What follows belongs to an exercise in optimizing a design on an open flow for small area and a short achievable clock period; a production flow would make more cautious choices. Only simulation tests tie the RTL to the original design; equivalence was not proved. Power is estimated from default activity; no workload was simulated.

<file path="design/flow/run.sh">
#!/bin/bash
# synth_recipe.tcl (not shown) runs the flow's synth.tcl, then flattens the netlist and writes it again
# the make line also repeats each setting of config.mk as NAME=value (left out here)
make -C /OpenROAD-flow-scripts/flow DESIGN_CONFIG=/design/flow/config.mk WORK_HOME=/design/flow/orfs CLKGATE_MAP_FILE= SYNTH_SCRIPT=/design/flow/synth_recipe.tcl finish
</file>
<file path="design/flow/config.mk">
export PLATFORM = sky130hd
export DESIGN_NAME = exec_stage
export DESIGN_NICKNAME = exec_stage
export VERILOG_FILES = /design/flow/design.v
export SDC_FILE = /design/flow/constraint.sdc
export NUM_CORES = 8
export LEC_CHECK = 0
export CAP_MARGIN = 20
export CORE_MARGIN = 2
export CORE_UTILIZATION = 40
export SETUP_SLACK_MARGIN = 0.3
export SLEW_MARGIN = 20
</file>
<file path="design/flow/constraint.sdc">
create_clock -name core_clock -period 10.0 [get_ports {clk}]
set_input_delay 2.0000 -clock core_clock [delete_from_list [all_inputs] [get_ports {clk}]]
set_output_delay 2.0000 -clock core_clock [all_outputs]
set_load 0.01 [all_outputs]
</file>
<file path="design/flow/design.v">
package exec_cfg_pkg;
    localparam int XLEN   = 32;  
    localparam int REG_AW = 5;   
    localparam logic [2:0] OPC_CLS_ALU    = 3'd0;  
    localparam logic [2:0] OPC_CLS_UPPER  = 3'd1;  
    localparam logic [2:0] OPC_CLS_JUMP   = 3'd2;  
    localparam logic [2:0] OPC_CLS_BRANCH = 3'd3;  
    localparam logic [2:0] OPC_CLS_HALT   = 3'd4;  
    localparam logic [2:0] OPC_CLS_NONE   = 3'd5;  
endpackage
package rv_isa_pkg;
    localparam logic [6:0] OPC_OP     = 7'b0110011;  
    localparam logic [6:0] OPC_OP_IMM = 7'b0010011;  
    localparam logic [6:0] OPC_LUI    = 7'b0110111;
    localparam logic [6:0] OPC_AUIPC  = 7'b0010111;
    localparam logic [6:0] OPC_JAL    = 7'b1101111;
    localparam logic [6:0] OPC_JALR   = 7'b1100111;
    localparam logic [6:0] OPC_BRANCH = 7'b1100011;
    localparam logic [6:0] OPC_SYSTEM = 7'b1110011;  
    localparam logic [2:0] F3_ADD  = 3'b000;  
    localparam logic [2:0] F3_SLL  = 3'b001;
    localparam logic [2:0] F3_SLT  = 3'b010;
    localparam logic [2:0] F3_SLTU = 3'b011;
    localparam logic [2:0] F3_XOR  = 3'b100;
    localparam logic [2:0] F3_SR   = 3'b101;  
    localparam logic [2:0] F3_OR   = 3'b110;
    localparam logic [2:0] F3_AND  = 3'b111;
    localparam logic [2:0] F3_BEQ  = 3'b000;
    localparam logic [2:0] F3_BNE  = 3'b001;
    localparam logic [2:0] F3_BLT  = 3'b100;
    localparam logic [2:0] F3_BGE  = 3'b101;
    localparam logic [2:0] F3_BLTU = 3'b110;
    localparam logic [2:0] F3_BGEU = 3'b111;
    localparam logic [31:0] NOP_INSTR = 32'h0000_0013;  
    typedef struct packed {
        logic [6:0] funct7;
        logic [4:0] rs2;
        logic [4:0] rs1;
        logic [2:0] funct3;
        logic [4:0] rd;
        logic [6:0] opcode;
    } rv_r_fmt_t;
    typedef struct packed {
        logic [11:0] imm;      
        logic [4:0]  rs1;
        logic [2:0]  funct3;
        logic [4:0]  rd;
        logic [6:0]  opcode;
    } rv_i_fmt_t;
    typedef struct packed {
        logic [6:0] imm_11_5;
        logic [4:0] rs2;
        logic [4:0] rs1;
        logic [2:0] funct3;
        logic [4:0] imm_4_0;
        logic [6:0] opcode;
    } rv_s_fmt_t;
    typedef struct packed {
        logic       imm_12;    
        logic [5:0] imm_10_5;
        logic [4:0] rs2;
        logic [4:0] rs1;
        logic [2:0] funct3;
        logic [3:0] imm_4_1;
        logic       imm_11;
        logic [6:0] opcode;
    } rv_b_fmt_t;
    typedef struct packed {
        logic [19:0] imm_31_12;
        logic [4:0]  rd;
        logic [6:0]  opcode;
    } rv_u_fmt_t;
    typedef struct packed {
        logic       imm_20;    
        logic [9:0] imm_10_1;
        logic       imm_11;
        logic [7:0] imm_19_12;
        logic [4:0] rd;
        logic [6:0] opcode;
    } rv_j_fmt_t;
    typedef union packed {
        rv_r_fmt_t r;
        rv_i_fmt_t i;
        rv_s_fmt_t s;
        rv_b_fmt_t b;
        rv_u_fmt_t u;
        rv_j_fmt_t j;
    } rv_instr_u;
endpackage
module operand_fetch #(
    parameter int NUM_REGS = 32
) (
    input  logic                             clk,
    input  logic                             rst_n,
    input  logic [exec_cfg_pkg::XLEN-1:0]    instr_i,
    input  logic [exec_cfg_pkg::XLEN-1:0]    pc_i,
    input  logic                             wb_advance,   
    input  logic                             wb_rd_we,     
    input  logic [exec_cfg_pkg::REG_AW-1:0]  wb_rd_addr,
    input  logic [exec_cfg_pkg::XLEN-1:0]    wb_rd_data,
    output logic [exec_cfg_pkg::XLEN-1:0]    ops_rs1_val,
    output logic [exec_cfg_pkg::XLEN-1:0]    ops_rs2_val,
    output logic [exec_cfg_pkg::XLEN-1:0]    ops_imm,      
    output logic [exec_cfg_pkg::XLEN-1:0]    ops_pc,
    output logic [2:0]                       ops_funct3,
    output logic                             ops_alt,      
    output logic                             ops_use_imm,  
    output logic [2:0]                       ops_op_cls,
    output logic [exec_cfg_pkg::REG_AW-1:0]  ops_rd_addr,
    input  logic [exec_cfg_pkg::REG_AW-1:0]  dbg_addr_i,
    output logic [exec_cfg_pkg::XLEN-1:0]    dbg_data_o
);
    localparam int XLEN   = exec_cfg_pkg::XLEN;
    localparam int REG_AW = exec_cfg_pkg::REG_AW;
    localparam int IDX_W  = $clog2(NUM_REGS);  
    rv_isa_pkg::rv_instr_u instr_q;          
    logic [XLEN-1:0] pc_q;
    logic [XLEN-1:0] rf_q [NUM_REGS];        
    logic [REG_AW-1:0] rs1;
    logic [REG_AW-1:0] rs2;
    logic [XLEN-1:0]   imm_i;
    logic [XLEN-1:0]   imm_b;
    logic [XLEN-1:0]   imm_u;
    logic [XLEN-1:0]   imm_j;
    always_ff @(posedge clk or negedge rst_n) begin
        if (!rst_n) begin
            instr_q <= rv_isa_pkg::NOP_INSTR;
            pc_q    <= '0;
        end else if (wb_advance) begin        
            instr_q <= instr_i;
            pc_q    <= pc_i;
        end
    end
    always_ff @(posedge clk or negedge rst_n) begin
        if (!rst_n) begin
            for (int k = 0; k < NUM_REGS; k++) begin
                rf_q[k] <= '0;
            end
        end else if (wb_advance && wb_rd_we && wb_rd_addr != '0 && wb_rd_addr < NUM_REGS) begin
            rf_q[wb_rd_addr[IDX_W-1:0]] <= wb_rd_data;
        end
    end
    assign rs1 = instr_q.r.rs1;
    assign rs2 = instr_q.r.rs2;
    assign ops_rs1_val = (rs1 < NUM_REGS) ? rf_q[rs1[IDX_W-1:0]] : '0;
    assign ops_rs2_val = (rs2 < NUM_REGS) ? rf_q[rs2[IDX_W-1:0]] : '0;
    assign dbg_data_o  = (dbg_addr_i < NUM_REGS) ? rf_q[dbg_addr_i[IDX_W-1:0]] : '0;
    assign imm_i = {{(XLEN-12){instr_q.i.imm[11]}}, instr_q.i.imm};
    assign imm_b = {{(XLEN-13){instr_q.b.imm_12}}, instr_q.b.imm_12, instr_q.b.imm_11,
                    instr_q.b.imm_10_5, instr_q.b.imm_4_1, 1'b0};
    assign imm_u = {instr_q.u.imm_31_12, 12'b0};             
    assign imm_j = {{(XLEN-21){instr_q.j.imm_20}}, instr_q.j.imm_20, instr_q.j.imm_19_12,
                    instr_q.j.imm_11, instr_q.j.imm_10_1, 1'b0};
    assign ops_pc      = pc_q;
    assign ops_funct3  = instr_q.r.funct3;
    assign ops_rd_addr = instr_q.r.rd;
    always_comb begin
        ops_op_cls  = exec_cfg_pkg::OPC_CLS_NONE;
        ops_use_imm = 1'b0;
        ops_alt     = 1'b0;
        ops_imm     = '0;
        case (instr_q.r.opcode)
            rv_isa_pkg::OPC_OP: begin
                ops_op_cls = exec_cfg_pkg::OPC_CLS_ALU;
                ops_alt    = instr_q.r.funct7[5];        
            end
            rv_isa_pkg::OPC_OP_IMM: begin
                ops_op_cls  = exec_cfg_pkg::OPC_CLS_ALU;
                ops_use_imm = 1'b1;
                ops_imm     = imm_i;
                ops_alt     = (instr_q.i.funct3 == rv_isa_pkg::F3_SR) && instr_q.i.imm[10];  
            end
            rv_isa_pkg::OPC_LUI: begin
                ops_op_cls = exec_cfg_pkg::OPC_CLS_UPPER;
                ops_imm    = imm_u;
                ops_alt    = 1'b1;                       
            end
            rv_isa_pkg::OPC_AUIPC: begin
                ops_op_cls = exec_cfg_pkg::OPC_CLS_UPPER;
                ops_imm    = imm_u;
            end
            rv_isa_pkg::OPC_JAL: begin
                ops_op_cls = exec_cfg_pkg::OPC_CLS_JUMP;
                ops_imm    = imm_j;
            end
            rv_isa_pkg::OPC_JALR: begin
                ops_op_cls = exec_cfg_pkg::OPC_CLS_JUMP;
                ops_imm    = imm_i;
                ops_alt    = 1'b1;                       
            end
            rv_isa_pkg::OPC_BRANCH: begin
                ops_op_cls = exec_cfg_pkg::OPC_CLS_BRANCH;
                ops_imm    = imm_b;
            end
            rv_isa_pkg::OPC_SYSTEM: ops_op_cls = exec_cfg_pkg::OPC_CLS_HALT;       
            default: ops_op_cls = exec_cfg_pkg::OPC_CLS_NONE;
        endcase
    end
endmodule
module alu (
    input  logic [exec_cfg_pkg::XLEN-1:0]  rs1_val,
    input  logic [exec_cfg_pkg::XLEN-1:0]  rs2_val,
    input  logic [exec_cfg_pkg::XLEN-1:0]  imm,
    input  logic [2:0]                     funct3,
    input  logic                           alt,
    input  logic                           use_imm,
    output logic [exec_cfg_pkg::XLEN-1:0]  alu_result_o
);
    localparam int XLEN = exec_cfg_pkg::XLEN;
    logic [XLEN-1:0] op_a;
    logic [XLEN-1:0] op_b;
    logic [4:0]      shamt;      
    logic            lt_s;
    logic            lt_u;
    assign op_a  = rs1_val;
    assign op_b  = use_imm ? imm : rs2_val;
    assign shamt = op_b[4:0];
    assign lt_s = $signed(op_a) < $signed(op_b);
    assign lt_u = op_a < op_b;   
    always_comb begin
        case (funct3)
            rv_isa_pkg::F3_ADD: begin
                if (alt) begin
                    alu_result_o = op_a - op_b;          
                end else begin
                    alu_result_o = op_a + op_b;          
                end
            end
            rv_isa_pkg::F3_SLL: alu_result_o = op_a << shamt;
            rv_isa_pkg::F3_SLT: alu_result_o = {{(XLEN-1){1'b0}}, lt_s};
            rv_isa_pkg::F3_SLTU: alu_result_o = {{(XLEN-1){1'b0}}, lt_u};
            rv_isa_pkg::F3_XOR: alu_result_o = op_a ^ op_b;
            rv_isa_pkg::F3_SR: begin
                if (alt) begin
                    alu_result_o = $signed(op_a) >>> shamt;  
                end else begin
                    alu_result_o = op_a >> shamt;
                end
            end
            rv_isa_pkg::F3_OR: alu_result_o = op_a | op_b;
            rv_isa_pkg::F3_AND: alu_result_o = op_a & op_b;
            default: alu_result_o = '0;
        endcase
    end
endmodule
module branch_unit (
    input  logic [exec_cfg_pkg::XLEN-1:0]  rs1_val,
    input  logic [exec_cfg_pkg::XLEN-1:0]  rs2_val,
    input  logic [exec_cfg_pkg::XLEN-1:0]  imm,
    input  logic [exec_cfg_pkg::XLEN-1:0]  pc,
    input  logic [2:0]                     funct3,
    input  logic                           alt,
    input  logic [2:0]                     op_cls,
    output logic                           taken_o,
    output logic [exec_cfg_pkg::XLEN-1:0]  target_o
);
    localparam int XLEN = exec_cfg_pkg::XLEN;
    logic            eq;
    logic            lt_s;
    logic            lt_u;
    logic            cond;       
    logic [XLEN-1:0] pc_rel;     
    logic [XLEN-1:0] reg_rel;    
    assign eq   = rs1_val == rs2_val;
    assign lt_s = $signed(rs1_val) < $signed(rs2_val);
    assign lt_u = rs1_val < rs2_val;
    always_comb begin
        case (funct3)
            rv_isa_pkg::F3_BEQ:  cond = eq;
            rv_isa_pkg::F3_BNE:  cond = !eq;
            rv_isa_pkg::F3_BLT:  cond = lt_s;
            rv_isa_pkg::F3_BGE:  cond = !lt_s;
            rv_isa_pkg::F3_BLTU: cond = lt_u;
            rv_isa_pkg::F3_BGEU: cond = !lt_u;   
            default: cond = 1'b0;    
        endcase
    end
    assign pc_rel  = pc + imm;
    assign reg_rel = rs1_val + imm;
    assign taken_o = (op_cls == exec_cfg_pkg::OPC_CLS_JUMP) ||
                     (op_cls == exec_cfg_pkg::OPC_CLS_BRANCH && cond);
    assign target_o = (op_cls == exec_cfg_pkg::OPC_CLS_JUMP && alt)
                      ? {reg_rel[XLEN-1:1], 1'b0}      
                      : pc_rel;
endmodule
module writeback_ctrl (
    input  logic                           clk,
    input  logic                           rst_n,
    input  logic                           valid_i,
    input  logic [exec_cfg_pkg::XLEN-1:0]  ops_imm,
    input  logic [exec_cfg_pkg::XLEN-1:0]  ops_pc,
    input  logic                           ops_alt,
    input  logic [2:0]                     ops_op_cls,
    input  logic [exec_cfg_pkg::REG_AW-1:0] ops_rd_addr,
    input  logic [exec_cfg_pkg::XLEN-1:0]  alu_result_i,
    input  logic                           taken_i,
    input  logic [exec_cfg_pkg::XLEN-1:0]  target_i,
    output logic                           wb_advance,   
    output logic                           wb_rd_we,     
    output logic [exec_cfg_pkg::REG_AW-1:0] wb_rd_addr,
    output logic [exec_cfg_pkg::XLEN-1:0]  wb_rd_data,
    output logic                           accept_o,
    output logic                           jump_o,
    output logic [exec_cfg_pkg::XLEN-1:0]  jump_pc_o,
    output logic                           halted_o
);
    localparam int XLEN = exec_cfg_pkg::XLEN;
    logic jump_pending_q;    
    logic halted_q;          
    logic is_halt;
    logic writes_rd;
    assign is_halt = ops_op_cls == exec_cfg_pkg::OPC_CLS_HALT;
    assign jump_o    = taken_i && !jump_pending_q;
    assign jump_pc_o = target_i;
    assign accept_o = valid_i && !jump_o && !is_halt && !halted_q;
    assign halted_o = halted_q;
    always_ff @(posedge clk or negedge rst_n) begin
        if (!rst_n) begin
            jump_pending_q <= 1'b0;
            halted_q       <= 1'b0;
        end else begin
            if (jump_o) begin
                jump_pending_q <= 1'b1;
            end else if (accept_o) begin
                jump_pending_q <= 1'b0;      
            end
            if (is_halt) begin
                halted_q <= 1'b1;
            end
        end
    end
    assign writes_rd = (ops_op_cls == exec_cfg_pkg::OPC_CLS_ALU) ||
                       (ops_op_cls == exec_cfg_pkg::OPC_CLS_UPPER) ||
                       (ops_op_cls == exec_cfg_pkg::OPC_CLS_JUMP);
    assign wb_advance = accept_o;
    assign wb_rd_we   = accept_o && writes_rd;   
    assign wb_rd_addr = ops_rd_addr;
    always_comb begin
        case (ops_op_cls)
            exec_cfg_pkg::OPC_CLS_ALU: wb_rd_data = alu_result_i;
            exec_cfg_pkg::OPC_CLS_UPPER: begin
                if (ops_alt) begin
                    wb_rd_data = ops_imm;                
                end else begin
                    wb_rd_data = ops_pc + ops_imm;       
                end
            end
            exec_cfg_pkg::OPC_CLS_JUMP: wb_rd_data = ops_pc + XLEN'(4);  
            default: wb_rd_data = '0;                    
        endcase
    end
endmodule
module exec_stage #(
    parameter int NUM_REGS = 32      
) (
    input  logic                             clk,
    input  logic                             rst_n,
    input  logic [exec_cfg_pkg::XLEN-1:0]    instr_i,
    input  logic [exec_cfg_pkg::XLEN-1:0]    pc_i,
    input  logic                             valid_i,
    input  logic [exec_cfg_pkg::REG_AW-1:0]  dbg_addr_i,
    output logic                             accept_o,
    output logic                             jump_o,
    output logic [exec_cfg_pkg::XLEN-1:0]    jump_pc_o,
    output logic                             halted_o,
    output logic [exec_cfg_pkg::XLEN-1:0]    dbg_data_o
);
    localparam int XLEN   = exec_cfg_pkg::XLEN;
    localparam int REG_AW = exec_cfg_pkg::REG_AW;
    logic [XLEN-1:0]   ops_rs1_val;
    logic [XLEN-1:0]   ops_rs2_val;
    logic [XLEN-1:0]   ops_imm;
    logic [XLEN-1:0]   ops_pc;
    logic [2:0]        ops_funct3;
    logic              ops_alt;
    logic              ops_use_imm;
    logic [2:0]        ops_op_cls;
    logic [REG_AW-1:0] ops_rd_addr;
    logic              wb_advance;
    logic              wb_rd_we;
    logic [REG_AW-1:0] wb_rd_addr;
    logic [XLEN-1:0]   wb_rd_data;
    logic [XLEN-1:0] alu_result;
    logic            br_taken;
    logic [XLEN-1:0] br_target;
    operand_fetch #(
        .NUM_REGS (NUM_REGS)
    ) u_operand_fetch (
        .clk         (clk),
        .rst_n       (rst_n),
        .instr_i     (instr_i),
        .pc_i        (pc_i),
        .wb_advance  (wb_advance),
        .wb_rd_we    (wb_rd_we),
        .wb_rd_addr  (wb_rd_addr),
        .wb_rd_data  (wb_rd_data),
        .ops_rs1_val (ops_rs1_val),
        .ops_rs2_val (ops_rs2_val),
        .ops_imm     (ops_imm),
        .ops_pc      (ops_pc),
        .ops_funct3  (ops_funct3),
        .ops_alt     (ops_alt),
        .ops_use_imm (ops_use_imm),
        .ops_op_cls  (ops_op_cls),
        .ops_rd_addr (ops_rd_addr),
        .dbg_addr_i  (dbg_addr_i),
        .dbg_data_o  (dbg_data_o)
    );
    alu u_alu (
        .rs1_val      (ops_rs1_val),
        .rs2_val      (ops_rs2_val),
        .imm          (ops_imm),
        .funct3       (ops_funct3),
        .alt          (ops_alt),
        .use_imm      (ops_use_imm),
        .alu_result_o (alu_result)
    );
    branch_unit u_branch_unit (
        .rs1_val  (ops_rs1_val),
        .rs2_val  (ops_rs2_val),
        .imm      (ops_imm),
        .pc       (ops_pc),
        .funct3   (ops_funct3),
        .alt      (ops_alt),
        .op_cls   (ops_op_cls),
        .taken_o  (br_taken),
        .target_o (br_target)
    );
    writeback_ctrl u_writeback_ctrl (
        .clk          (clk),
        .rst_n        (rst_n),
        .valid_i      (valid_i),
        .ops_imm      (ops_imm),
        .ops_pc       (ops_pc),
        .ops_alt      (ops_alt),
        .ops_op_cls   (ops_op_cls),
        .ops_rd_addr  (ops_rd_addr),
        .alu_result_i (alu_result),
        .taken_i      (br_taken),
        .target_i     (br_target),
        .wb_advance   (wb_advance),
        .wb_rd_we     (wb_rd_we),
        .wb_rd_addr   (wb_rd_addr),
        .wb_rd_data   (wb_rd_data),
        .accept_o     (accept_o),
        .jump_o       (jump_o),
        .jump_pc_o    (jump_pc_o),
        .halted_o     (halted_o)
    );
endmodule
</file>
==> impl_summary.log <==
INFO  metric outcome = no timing/DRC/antenna violations
INFO  metric cts.clk_slew.worst_paths = 0.07 ns
INFO  metric crit_fanout = 18
INFO  metric layout-drive-gt1-share = 0.245
INFO  metric worst_skew_pair.late_latency = 0.87 ns
INFO  metric most_frequent_cells_in_the_layout = sky130_fd_sc_hd__dfrtp_1, sky130_fd_sc_hd__mux2_2, sky130_fd_sc_hd__nand3_1
INFO  metric max_slew.worst_pin.slew = 1.37 ns
INFO  metric fmaxAchievable = 0.102 GHz
INFO  metric finalCritPeriodShare = 0.978
INFO  metric rrSetupSlack = 1.01 ns
INFO  metric ys_seq_area_frac = 0.365
INFO  metric hold_viol = 0
INFO  metric reg2regPathDepth = 26
INFO  metric clock-skew-final = 0.0473 ns
INFO  metric gpl.final_weighted_congestion = 1.13
INFO  metric synthesis.yosys.warnings = 5
INFO  metric critical_path.reg2reg.endpoint = u_operand_fetch.rf_q[13][30]
INFO  metric detailed_place_hpwl = 367,000 um
INFO  metric timing.critical_path.required = 8.00 ns
INFO  metric max_cap_viol_count = 0
INFO  metric clock_sink_total = 1,090
INFO  metric preCtsSetupSlack = 0.765 ns
INFO  metric slew-limit-headroom = 0.0814
INFO  metric clock_tree.buffer_depth = 3
INFO  metric floorplan.die.width = 436 um
INFO  metric net_count_synth = 8,274
INFO  metric sequential_cell_area = 0.0273 mm2
INFO  metric chipHeight = 436 um
INFO  metric finalCriticalPeriod = 9.78 ns
INFO  metric power_leakage = 40.3 nW
INFO  metric mostFrequentLayoutCell = sky130_fd_sc_hd__dfrtp_1
INFO  metric drt_first_iter_violations = 18,800
INFO  metric timing_worst_setup_path_type = flop to output pin
INFO  metric num_rows = 158
INFO  metric drt-pass1-iter-count = 22
INFO  metric totalNegativeSetupSlack = 0 ns
INFO  metric startpoint = u_operand_fetch.instr_q[20]
INFO  metric postSynth.asyncResetShare = 1.00
INFO  metric post_drt_via_cell_ratio = 8.10
INFO  metric crit_path_end_kind = output pin
INFO  metric worst_setup_sp_type = flop
INFO  metric synth.avg_cell_area = 9.33 um2
INFO  metric number_of_synthesized_flops_with_an_enable_pin = 0
INFO  metric holdCritPathClass = flop to flop
INFO  metric initial_core_util = 0.403
INFO  metric placed_cells_incl_taps = 10,300
INFO  metric globalRouteTotalUtil = 0.561
INFO  metric cts_htree_levels = 4
INFO  metric tritoncts = done
INFO  metric gr-total-overflow = 0
INFO  metric synthFlopType = sky130_fd_sc_hd__dfrtp_1
INFO  metric postRouteAntennaNets = 0
INFO  metric finalNetCount = 8,335
INFO  metric detail_route.wl_per_cell = 51.7 um
INFO  metric worst_r2r_startpoint = u_operand_fetch.instr_q[20]
INFO  metric synth_cell_types = 105
INFO  metric final_critical_path_setup_slack = 0.222 ns
INFO  metric grt_antenna_before_repair = 76
INFO  metric clockRootBuffer = sky130_fd_sc_hd__clkbuf_16
INFO  metric report.final.slew_viol_count = 0
INFO  metric footprint_of_the_multi_input_gates = 0.0446 mm2
INFO  metric wirelength = 554,000 um
INFO  metric yosys_register_bits = 1,090
INFO  metric place.port_buffers = 138
INFO  metric syn-cell-area = 0.0747 mm2
INFO  metric routed-via-count = 86,800
INFO  metric cts_made_buffers = 131
INFO  metric ir_worst_vdd = 0.298 mV
INFO  metric fp.dieArea = 0.190 mm2
INFO  metric wire_length_of_the_first_global_routing_pass = 728,000 um
INFO  metric post_layout_nonfiller_instances = 10,700
INFO  metric hold-worst-slack = 0.445 ns
INFO  metric worstSetupEndpoint = jump_o
INFO  metric grt_pass1_vias = 78,200
INFO  metric grt_setup_unrepaired = yes
INFO  metric cp_data_arrival_time = 7.78 ns
INFO  metric areaGrowthSynthToFinish = 16.5%
INFO  metric num_io_pins = 139
INFO  metric report.final.setup_viol = 0
INFO  metric grt_max_degree = 177
INFO  metric core_area = 0.185 mm2
INFO  metric power-per-cell-area = 246 mW/mm2
INFO  metric netlist_instances = 8,007
INFO  metric nFillCells = 17,800
INFO  metric drc = 0
repair_timing:
item / in CTS / in global routing
hold buffers: 0 / 0
resized for setup: 9 / 54
setup endpoints to repair: 4 / 7
hold endpoints to repair: 0 / 0
buffers inserted: 11 / 68
gates cloned: 0 / 2
pin swaps: 4 / 23
cells by family (layout without fill, tap and decap cells):
group | count (synthesis) | count (layout) | synth area share
simple gates | 2412 | 2414 | 0.162
compound gates | 2127 | 2127 | 0.208
mux | 1110 | 1110 | 0.166
flops | 1090 | 1090 | 0.365
buf+inv | 961 | 1124 | 0.0531
fa+ha+maj | 195 | 195 | 0.0331
xor+xnor | 112 | 112 | 0.0131
other cells | 0 | 65 | 0
critical path, stage by stage (launching register included):
cell	delay, ns
sky130_fd_sc_hd__dfrtp_1	0.64
sky130_fd_sc_hd__or3b_1	0.66
sky130_fd_sc_hd__nor2_4	0.50
sky130_fd_sc_hd__buf_4	0.66
sky130_fd_sc_hd__a22oi_1	0.19
sky130_fd_sc_hd__nand2_1	0.10
sky130_fd_sc_hd__nor4_1	0.06
sky130_fd_sc_hd__a21oi_1	0.79
sky130_fd_sc_hd__inv_1	0.11
sky130_fd_sc_hd__ha_1	0.49
sky130_fd_sc_hd__nand4_1	0.18
sky130_fd_sc_hd__nor4_1	0.33
sky130_fd_sc_hd__buf_4	0.22
sky130_fd_sc_hd__a211o_1	0.27
sky130_fd_sc_hd__mux2i_1	0.24
sky130_fd_sc_hd__nand2_1	0.08
sky130_fd_sc_hd__mux2_2	0.33
sky130_fd_sc_hd__and3_1	0.17
sky130_fd_sc_hd__a21oi_1	0.22
sky130_fd_sc_hd__clkdlybuf4s50_1	0.57
metrics by stage:
stage	cell area, um2	power [mW]	utilization
6_report	87100	21.4	0.470
5_1_grt	86900	21.5	0.469
4_1_cts	85800	20.3	0.463
3_5_place_dp	81200	15.2	0.438
3_3_place_gp	81200	15.2	0.438
2_1_floorplan	74700	9.90	-
where the power goes:
| group | leakage (nW) | internal (mW) | switching (mW) |
|---|---|---|---|
| clock network | 2.17 | 2.89 | 2.23 |
| logic | 23.2 | 2.90 | 8.34 |
| registers | 15.0 | 4.57 | 0.443 |
how the worst min path moves through the flow:
stage	start	end	slack (ns)	cells after the start
floorplan	u_operand_fetch.instr_q[1]	u_operand_fetch.instr_q[1]	0.46	2
global placement	u_operand_fetch.rf_q[0][19]	u_operand_fetch.rf_q[0][19]	0.42	0
detailed placement	u_operand_fetch.rf_q[0][19]	u_operand_fetch.rf_q[0][19]	0.43	0
CTS	u_operand_fetch.rf_q[0][19]	u_operand_fetch.rf_q[0][19]	0.44	0
global route	u_operand_fetch.rf_q[0][18]	u_operand_fetch.rf_q[0][18]	0.46	0
finish	u_operand_fetch.rf_q[0][18]	u_operand_fetch.rf_q[0][18]	0.45	0
final cells by class:
type / count / share of cell area
multi-input combinational: 5958 / 0.513
sequential: 1090 / 0.314
timing repair buffer: 704 / 0.0769
clock buffer: 178 / 0.0429
tap: 2480 / 0.0356
clock inverter: 59 / 0.00849
inverter: 183 / 0.00798
antenna: 65 / 0.00187
registers in the layout, indices dropped and copies added, names as in the netlist:
| name | cells |
|---|---|
| u_writeback_ctrl.halted_q | 1 |
| u_operand_fetch.rf_q | 1024 |
| u_operand_fetch.pc_q | 32 |
| u_operand_fetch.instr_q | 32 |
| u_writeback_ctrl.jump_pending_q | 1 |
synth_stat cells, types with 191 or more instances:
master / instances / area [um2]
sky130_fd_sc_hd__nand2_1: 578 / 2170
sky130_fd_sc_hd__a22o_1: 211 / 1850
sky130_fd_sc_hd__a21oi_1: 278 / 1390
sky130_fd_sc_hd__a221oi_1: 192 / 1680
sky130_fd_sc_hd__dfrtp_1: 1087 / 27200
sky130_fd_sc_hd__o21ai_0: 216 / 1080
sky130_fd_sc_hd__nand3_1: 709 / 3550
sky130_fd_sc_hd__nor2_1: 311 / 1170
sky130_fd_sc_hd__ha_1: 191 / 2390
sky130_fd_sc_hd__a22oi_1: 692 / 5190
sky130_fd_sc_hd__clkbuf_1: 511 / 1920
sky130_fd_sc_hd__mux2_2: 986 / 11100
sky130_fd_sc_hd__nand4_1: 277 / 1730
routing by layer:
metal / wire, um / track usage
met5: 1330 / 0.0219
met4: 60700 / 0.434
met3: 89300 / 0.318
met2: 208000 / 0.736
met1: 195000 / 0.664

afterwards: timing with drivers on the ports:
The results above use ideal ports. As a check the final layout listed here was re-extracted and re-timed, cells and wires unchanged.
Step 1 (the two cells are an assumption about what drives the block):
set clk [get_ports {clk}]
set_driving_cell -lib_cell sky130_fd_sc_hd__clkbuf_16 $clk
set_driving_cell -lib_cell sky130_fd_sc_hd__buf_2 [delete_from_list [all_inputs] $clk]
Step 2 moves the port delays by t, midway between the first and last clock arrival at a register: inputs arrive t later, outputs are due t later. That takes back most of the time a late clock gives input paths.
Three values: ideal ports, drivers, drivers and shift; two values: the first two.
t, ns: 0.944
setup slack, ns: 0.222 / 0.124 / 1.013
hold slack, ns: 0.445 / 0.445 / 0.445
worst setup path after step 2: register to register
worst register clock-pin slew, ns: 0.07 / 0.07
After both steps this run still meets setup and hold. The setup slack of this run moves by -0.098 ns with the drivers and by +0.791 ns with both steps.
